What follows belongs to an exercise in optimizing a design on an open flow for small area, a short achievable clock period and few clock cycles per item; a production flow would make more cautious choices.
RTL that was checked went through simulation tests only; none was proved equivalent to the original.
Power and IR drop assume default switching activity.

== JK ==
==> flow/design.v (excerpt) <==
module mvuTop (
	input logic clk,
	input logic rst,
	input logic wWe,
	input logic [6:0] wAddr,
	input logic [3:0] wData,
	input logic aWe,
	input logic [1:0] aFold,
	input logic [15:0] aData,
	input logic runReq,
	output logic runAck,
	output logic resReq,
	input logic resAck,
	output logic [63:0] resData
);
	localparam int AW = 12;   
	typedef enum logic [2:0] {
		Idle,      
		Start,     
		Res0,      
		Wait0,     
		Res1,      
		Done       
	} state_e;
	state_e state;
	logic [511:0] wmem;     
	logic [15:0] act [4];
	logic [3:0] fresh;      
	logic dirty;            
	logic wWeQ;             
	logic [7:0] wRowQ;      
	logic [15:0] wColQ;     
	logic wHiQ;             
	logic [1:0] wFoldQ;     
	logic [3:0] wDataQ;
	logic start;            
	logic passing;          
	logic pg;
	logic [1:0] cnt;
	logic lastMac;          
	logic lastG;            
	logic g0Done;           
	logic g1Done;           
	logic zacc;             
	logic endRun;
	logic ldEn;             
	logic ldG;
	logic [1:0] ldF;
	logic [63:0] wsel;      
	logic [15:0] fa;        
	logic [AW-1:0] sAcc [4];
	logic [AW-1:0] cAcc [4];
	logic [AW-1:0] sIn [4];
	logic [AW-1:0] cIn [4];
	logic [AW-1:0] sNext [4];
	logic [AW-1:0] cNext [4];
	logic [AW-1:0] ySum [4];
	logic [AW-1:0] res [4];
	always_ff @(posedge clk) begin
		if (rst) wWeQ <= 1'b0;
		else wWeQ <= wWe;
		for (int i = 0; i < 8; i++) wRowQ[i] <= (wAddr[6:4] == 3'(i));
		for (int i = 0; i < 16; i++) wColQ[i] <= (wAddr[3:0] == 4'(i));
		wHiQ <= wAddr[6];
		wFoldQ <= wAddr[3:2];
		wDataQ <= wData;
	end
	always_ff @(posedge clk) begin
		for (int i = 0; i < 128; i++) begin
			if (wWeQ && wRowQ[i/16] && wColQ[i%16]) wmem[i*4 +: 4] <= wDataQ;
		end
	end
	always_ff @(posedge clk) begin
		if (aWe) act[aFold] <= aData;
	end
	assign start = (state == Idle) && runReq && !resAck && !wWeQ;
	assign endRun = (state == Done) && !runReq;
	always_comb begin
		if (aWe) begin
			ldG = 1'b0;
			ldF = aFold;
		end else if (passing) begin
			ldG = pg;
			ldF = cnt;
		end else begin
			ldG = !dirty;   
			ldF = 2'd0;
		end
	end
	assign ldEn = passing || start;
	always_ff @(posedge clk) begin
  ...
Size: about 100 I/O pins, ~43,000 um^2 of cells after synthesis.
clock: 6.0 ns
lec_check: 0
abc_area: 1
cap_margin: 20
core_margin: 2
core_utilization: 40
cts_buf_list: sky130_fd_sc_hd__clkbuf_4 sky130_fd_sc_hd__clkbuf_8
cts_cluster_size: 30
setup_slack_margin: 3.5
slew_margin: 20
tns_end_percent: 100
standard.sh (not shown) runs the stock make flow with config.mk's settings and CLKGATE_MAP_FILE= SYNTH_SCRIPT=/design/flow/synth_recipe.tcl, a recipe that flattens the netlist after the stock synthesis.
==> flow/flow/run.sh <==
#!/bin/bash
# The standard ORFS layout (standard.sh), with one change: synthesis maps
# adders through ABC instead of extracting them into the platform's full and
# half adder cells (ADDER_MAP_FILE empty). Everything else, including the
# registers synthesis makes, is the standard flow's.
set -euo pipefail
bash standard.sh ADDER_MAP_FILE= synth > synth.log 2>&1
bash standard.sh ADDER_MAP_FILE= finish > layout.log 2>&1
Changes in MS relative to JK:
--- a/flow/design.v
+++ b/flow/design.v
@@ -77,18 +77,20 @@
 	logic [15:0] fa;        
 	logic [AW-1:0] sAcc [4];
 	logic [AW-1:0] cAcc [4];
 	logic [AW-1:0] sIn [4];
 	logic [AW-1:0] cIn [4];
 	logic [AW-1:0] sNext [4];
 	logic [AW-1:0] cNext [4];
 	logic [AW-1:0] ySum [4];
 	logic [AW-1:0] res [4];
+	logic [3:0] resSgnA;
+	logic [3:0] resSgnB;
 	always_ff @(posedge clk) begin
 		if (rst) wWeQ <= 1'b0;
 		else wWeQ <= wWe;
 		for (int i = 0; i < 8; i++) wRowQ[i] <= (wAddr[6:4] == 3'(i));
 		for (int i = 0; i < 16; i++) wColQ[i] <= (wAddr[3:0] == 4'(i));
 		wHiQ <= wAddr[6];
 		wFoldQ <= wAddr[3:2];
 		wDataQ <= wData;
 	end
@@ -1095,16 +1097,27 @@
 	assign a3p0_10 = a3p8_10 & a3p0_7;
 	assign a3g0_11 = a3g8_11 | (a3p8_11 & a3g0_7);
 	assign a3p0_11 = a3p8_11 & a3p0_7;
 	assign ySum[3] = {a3p11_11 ^ a3g0_10, a3p10_10 ^ a3g0_9, a3p9_9 ^ a3g0_8, a3p8_8 ^ a3g0_7, a3p7_7 ^ a3g0_6, a3p6_6 ^ a3g0_5, a3p5_5 ^ a3g0_4, a3p4_4 ^ a3g0_3, a3p3_3 ^ a3g0_2, a3p2_2 ^ a3g0_1, a3p1_1 ^ a3g0_0, a3p0_0};
 	always_ff @(posedge clk) begin
 		if (takeRes) begin
 			for (int p = 0; p < 4; p++) res[p] <= ySum[p];
 		end
 	end
+	always_ff @(posedge clk) begin
+		if (rst) begin
+			resSgnA <= '0;
+			resSgnB <= '1;
+		end else if (takeRes) begin
+			for (int p = 0; p < 4; p++) begin
+				resSgnA[p] <= ySum[p][AW-1];
+				resSgnB[p] <= ySum[p][AW-1];
+			end
+		end
+	end
 	always_comb begin
 		for (int p = 0; p < 4; p++) begin
-			resData[p*16 +: 16] = {{(16-AW){res[p][AW-1]}}, res[p]};
+			resData[p*16 +: 16] = {resSgnB[p], resSgnA[p], resSgnA[p], res[p][AW-1], res[p]};
 		end
 	end
 endmodule
 `default_nettype wire
--- outcome ---
- Instance area after placement ended up about 0.8% higher on MS than on JK.
- Utilization after layout: JK vs MS — no meaningful difference
- Switching power share of the total: JK vs MS, no meaningful difference
- Taking JK as the reference point, the overall power of MS rises by about 1%.
- In MS, fraction of standard cell area that is sequential is lower than in JK.
- Number of logic inverters in the finished layout (MS vs. JK) increases by a few percent
- Compared MS vs JK, and layout overhead on the synthesized area is up in MS.
- The lower maximum single-stage delay on the critical path came out of MS.
Testbench counts of MS, summed over its fixed seeds: cycles 3,072, runs 256.
For JK, only the layout was checked, not whether the RTL still works.

========
Setup of the reference run:
mvuTop, a different RTL version from the one above (not shown whole).
Size in the first run: ~3700 cells after synthesis, about 100 I/O pins.
export LEC_CHECK = 0
export CAP_MARGIN = 20
export CORE_MARGIN = 2
export CORE_UTILIZATION = 40
export CTS_BUF_LIST = sky130_fd_sc_hd__clkbuf_4 sky130_fd_sc_hd__clkbuf_8
export CTS_CLUSTER_SIZE = 30
export SETUP_SLACK_MARGIN = 3.5
export SLEW_MARGIN = 20
export TNS_END_PERCENT = 100
create_clock -name core_clock -period 6.0 [get_ports {clk}]
Scripts as last shown in full above: flow/flow/run.sh
Testbench counts of the reference run, summed over its fixed seeds: cycles 3,072, runs 256.
Setup changes, the reference run to the trial run
diff --git a/flow/design.v b/flow/design.v
--- a/flow/design.v
+++ b/flow/design.v
@@ -49,19 +49,16 @@
 		Res1,      
 		Done       
 	} state_e;
 	state_e state;
 	logic [3:0] wmem [128];
 	logic [15:0] act [4];
 	logic [3:0] fresh;      
 	logic dirty;            
-	logic wWeQ;             
-	logic [6:0] wAddrQ;
-	logic [3:0] wDataQ;
 	logic start;            
 	logic passing;          
 	logic pg;
 	logic [1:0] cnt;
 	logic lastMac;          
 	logic lastG;            
 	logic g0Done;           
 	logic g1Done;           
@@ -76,28 +73,22 @@
 	logic [AW-1:0] cAcc [4];
 	logic [AW-1:0] sIn [4];
 	logic [AW-1:0] cIn [4];
 	logic [AW-1:0] sNext [4];
 	logic [AW-1:0] cNext [4];
 	logic [AW-1:0] ySum [4];
 	logic [AW-1:0] res [4];
 	always_ff @(posedge clk) begin
-		if (rst) wWeQ <= 1'b0;
-		else wWeQ <= wWe;
-		wAddrQ <= wAddr;
-		wDataQ <= wData;
-	end
-	always_ff @(posedge clk) begin
-		if (wWeQ) wmem[wAddrQ] <= wDataQ;
+		if (wWe) wmem[wAddr] <= wData;
 	end
 	always_ff @(posedge clk) begin
 		if (aWe) act[aFold] <= aData;
 	end
-	assign start = (state == Idle) && runReq && !resAck && !wWeQ;
+	assign start = (state == Idle) && runReq && !resAck;
 	assign endRun = (state == Done) && !runReq;
 	always_comb begin
 		if (aWe) begin
 			ldEn = 1'b1;
 			ldG = 1'b0;
 			ldF = aFold;
 		end else if (start) begin
 			ldEn = 1'b1;
@@ -139,18 +130,17 @@
 			g0Done <= 1'b0;
 			g1Done <= 1'b0;
 			zacc <= 1'b1;
 		end else begin
 			if (aWe) begin
 				fresh[aFold] <= 1'b1;
 				if (fresh[aFold]) dirty <= 1'b1;
 			end
-			if (wWeQ && !wAddrQ[6] && (fresh[wAddrQ[3:2]] || (aWe && aFold == wAddrQ[3:2])))
-				dirty <= 1'b1;
+			if (wWe && !wAddr[6] && fresh[wAddr[3:2]]) dirty <= 1'b1;
 			zacc <= endRun || ((start || passing) && ldF == 2'd0 && !aWe);
 			lastMac <= ldEn && !aWe && ldF == 2'd3;
 			lastG <= ldG;
 			if (start) begin
 				passing <= 1'b1;
 				pg <= ldG;
 				cnt <= 2'd1;
 				g0Done <= !dirty;
Results
- Any difference in multi-input combinational gate total between the trial run and the reference run is small enough to ignore.
- The trial run vs the reference run — synthesized cell count dropped slightly
- The trial run has less setup slack than the reference run.
- Time the worst path needs with I/O delays and setup for the trial run: 0.025 ns up relative to the reference run
- The combinational power share in the trial run sits 1.1 points above the value recorded for the reference run.
- Having completed the whole flow, the trial run delivered a layout that passed the timing, design-rule and antenna checks.
- The reference run went all the way through synthesis, placement and routing and the layout is clean on timing, DRC and antenna.
- Going from the reference run to the trial run, peak per-stage delay on the critical path -0.02 ns; via count now larger; layout sequential cell count moved down.
- Register bit total from synthesis of the trial run falls short of that of the reference run slightly.
- NOTE total power draw the reference run->the trial run decreased slightly
- Sort the trial run and the reference run by global-route wire length before repair, ascending, and the reference run comes first.
- Going from the reference run to the trial run, sum of routed wire length over all layers went up 4.7 mm, area share of xor/xnor cells in the synthesized design held, count of placed standard cells in the final layout, fillers left out held.
Testbench counts of the trial run, summed over its fixed seeds: cycles 3,072, runs 256.

==> afterwards: timing with drivers on the ports <==
No port has a modelled driver above. Below, the same layouts with a new extraction and two added sets of constraints.
Step 1: set_driving_cell puts a clkbuf_16 on clk and a buf_2 on each other input, an assumption about the parent block.
Step 2 also shifts input and output timing later by t, the mid clock arrival at the registers, as if the neighbouring blocks saw the same clock.
Slacks: ideal / step 1 / step 2; pairs: ideal / step 1.
run | t (ns) | setup slack, ns | worst setup path at the end | worst register clock-pin slew, ns | worst slew at a driven data input, ns
JK | 0.865 | 3.292 / 3.231 / 2.790 | input to register | 0.08 / 0.08 | 0.09
MS | 0.877 | 3.378 / 3.313 / 2.778 | input to register | 0.07 / 0.07 | 0.07
the reference run | 0.869 | 3.208 / 3.200 / 2.750 | input to register | 0.07 / 0.07 | 0.05
the trial run | 0.854 | 3.183 / 3.183 / 2.606 | input to register | 0.07 / 0.07 | 0.06
After both steps every run listed still meets setup and hold. The setup slack of MS, which loses most, moves by -0.065 ns with the drivers and by -0.600 ns with both steps.
